Source: an optimization exercise on an open RTL-to-GDS flow (aim: small area, a short achievable clock period and few clock cycles per item). Production flows keep margins and buffers that such runs may drop. The RTL was checked by simulation tests, not by an equivalence proof against the original design. Power is estimated from default activity; no workload was simulated.

==> v26 <==
Design tomasulo_core, start of the top module:
module tomasulo_core (
	input  logic                      clk,
	input  logic                      rst,
	input  logic                      req,
	input  logic [3:0]                op,
	input  tomasulo_pkg::reg_addr_t   rd,
	input  tomasulo_pkg::reg_addr_t   rs1,
	input  tomasulo_pkg::reg_addr_t   rs2,
	input  tomasulo_pkg::word_t       imm,
	input  logic                      use_imm,
	output logic                      ack,
	input  tomasulo_pkg::reg_addr_t   obs_addr,
	output tomasulo_pkg::word_t       obs_data,
	output tomasulo_pkg::tag_t        obs_tag
);
	logic        lv;           
	logic        lph;          
	logic        luimm;
	logic [3:0]  lop;
	logic [4:0]  lrd, lrs1, lrs2;
	logic [31:1] lsel;         
	logic [31:0] lb;           
	logic        mv, msrl;
	logic [4:0]  mrd;
	logic [127:0] ms;         
	logic [31:0] mp, mp_rev, mres;
	logic        m_wb;
	logic [31:0] rdata, rdata_rev, opb, alu_y, mx;
	logic [127:0] mr;
	logic [31:0] lb_in, lb_src, lb_dec;
	logic [4:0]  sel_a;
	logic [31:1] sel_in;
	logic        we;
	logic [4:0]  waddr;
	logic [31:0] wdata;
	logic        accept, l_exec, l_mop, l_sll, l_srl, in_sh, lb_sh;
	assign l_sll  = (lop == 4'd5);
	assign l_srl  = (lop == 4'd6);
	assign l_mop  = (lop == 4'd8) | l_sll | l_srl;
	assign l_exec = lv & lph;
	assign accept = req & ~ack & (~lv | lph);
	assign m_wb   = mv & (mrd != 5'd0);
	assign in_sh  = (op == 4'd5) | (op == 4'd6);
	tagged_regs u_regs (
		.clk(clk), .rst(rst),
		.we(we), .waddr(waddr), .wdata(wdata),
		.rsel(lsel), .rdata(rdata),
		.obs_addr(obs_addr), .obs_data(obs_data)
	);
	alu_unit u_alu (.op(lop), .a(rdata), .b(lb), .y(alu_y));
	always_comb begin
		for (int i = 0; i < 32; i++) begin
			rdata_rev[i] = rdata[31-i];
			mp_rev[i]    = mp[31-i];
		end
	end
	assign mx = l_srl ? rdata_rev : rdata;
	mul_unit u_mul (.x(mx), .y(lb), .r(mr));
	mul_sum u_msum (.r(ms), .p(mp));
	assign mres = msrl ? mp_rev : mp;
  ...
Settings: LEC_CHECK=0, CAP_MARGIN=20, CORE_MARGIN=2, CORE_UTILIZATION=45, CTS_BUF_LIST=sky130_fd_sc_hd__clkbuf_16, CTS_CLUSTER_DIAMETER=100, CTS_CLUSTER_SIZE=20, GPL_ROUTABILITY_DRIVEN=1, GPL_TIMING_DRIVEN=1, PLACE_DENSITY=0.6, SETUP_SLACK_MARGIN=4.2, SLEW_MARGIN=20; clock period 10.0 ns.
standard.sh (not shown) runs the stock make flow with config.mk's settings and CLKGATE_MAP_FILE= SYNTH_SCRIPT=/design/flow/synth_recipe.tcl, a recipe that flattens the netlist after the stock synthesis.
==> flow/flow/run.sh <==
#!/bin/bash
# Standard ORFS layout, with gate sizing free to change a cell's footprint.
set -euo pipefail
bash standard.sh MATCH_CELL_FOOTPRINT=0 finish > make_finish.log 2>&1
==> v18: changes against v26 <==
Settings changed: CAP_MARGIN 20 to 10, CTS_CLUSTER_SIZE 20 to 24, SLEW_MARGIN 20 to 10.
==> comparison table <==
item                                                                         v26           v18
Pwr/cell area                                                       298.7 nW/um2  295.5 nW/um2
Multi-In Gates                                                              4016          4017
Wire length reported by the detailed router                            317400 um     316200 um
Delay of the slowest cell on the worst path                               560 ps        330 ps
Min Tclk post-route                                                      5859 ps       5827 ps
Seq/total area                                                            43.25%        43.42%
First-iteration detailed-routing DRC count                                 12120         11650
Result of the run                                       timing/DRC/antenna clean  timing/DRC/antenna clean
Number of optimization iterations in the first detailed-route pass             9            10
Switching Share                                                           48.36%        48.25%
Length of routed wiring on met1                                        105300 um     104100 um
CP Data Arrival Time                                                     3860 ps       3830 ps
Via-to-Cell Ratio                                                          7.433         7.391
Worst slew pin tran                                                      1159 ps       1428 ps
Standard cell area after detailed placement                            74040 um2     73980 um2
Setup repair after global routing missed its margin                         true         false
Initial antenna violation count                                               12            17
Number of buffers inserted during clock tree synthesis                        74            66
Clock power frac                                                           13.1%         12.8%
Share of total power in sequential cells                                   29.5%         29.9%
Testbench counts of v26, summed over its fixed seeds: cycles 6,656, instrs 3,200.
Testbench counts of v18, summed over its fixed seeds: cycles 6,656, instrs 3,200.

## static timing again, ports no longer ideal
In the flow no input, the clock included, has a driving cell. The finished layouts below were timed again as built, in two steps. Step 1, drivers: a clkbuf_16 drives clk and a buf_2 each remaining input, both assumed. Step 2 adds t to the input delays and takes it off the output delays; t is the mean of the earliest and latest rising clock arrival at the registers after step 1. Input paths then give back, and output paths get back, about the clock's delay inside the block. Three values: no drivers, after step 1, after step 2; two values: the first two.
run | t, ns | setup slack, ns | clock arrival spread, ns | cell pins on the clock port's net
v26 | 0.809 | 4.141 / 3.694 / 3.694 | 0.094 / 0.094 | 1
v18 | 0.802 | 4.173 / 3.734 / 3.734 | 0.062 / 0.062 | 1
After both steps every run listed still meets setup and hold. The setup slack of v26, which loses most, moves by -0.447 ns with the drivers and by -0.447 ns with both steps.
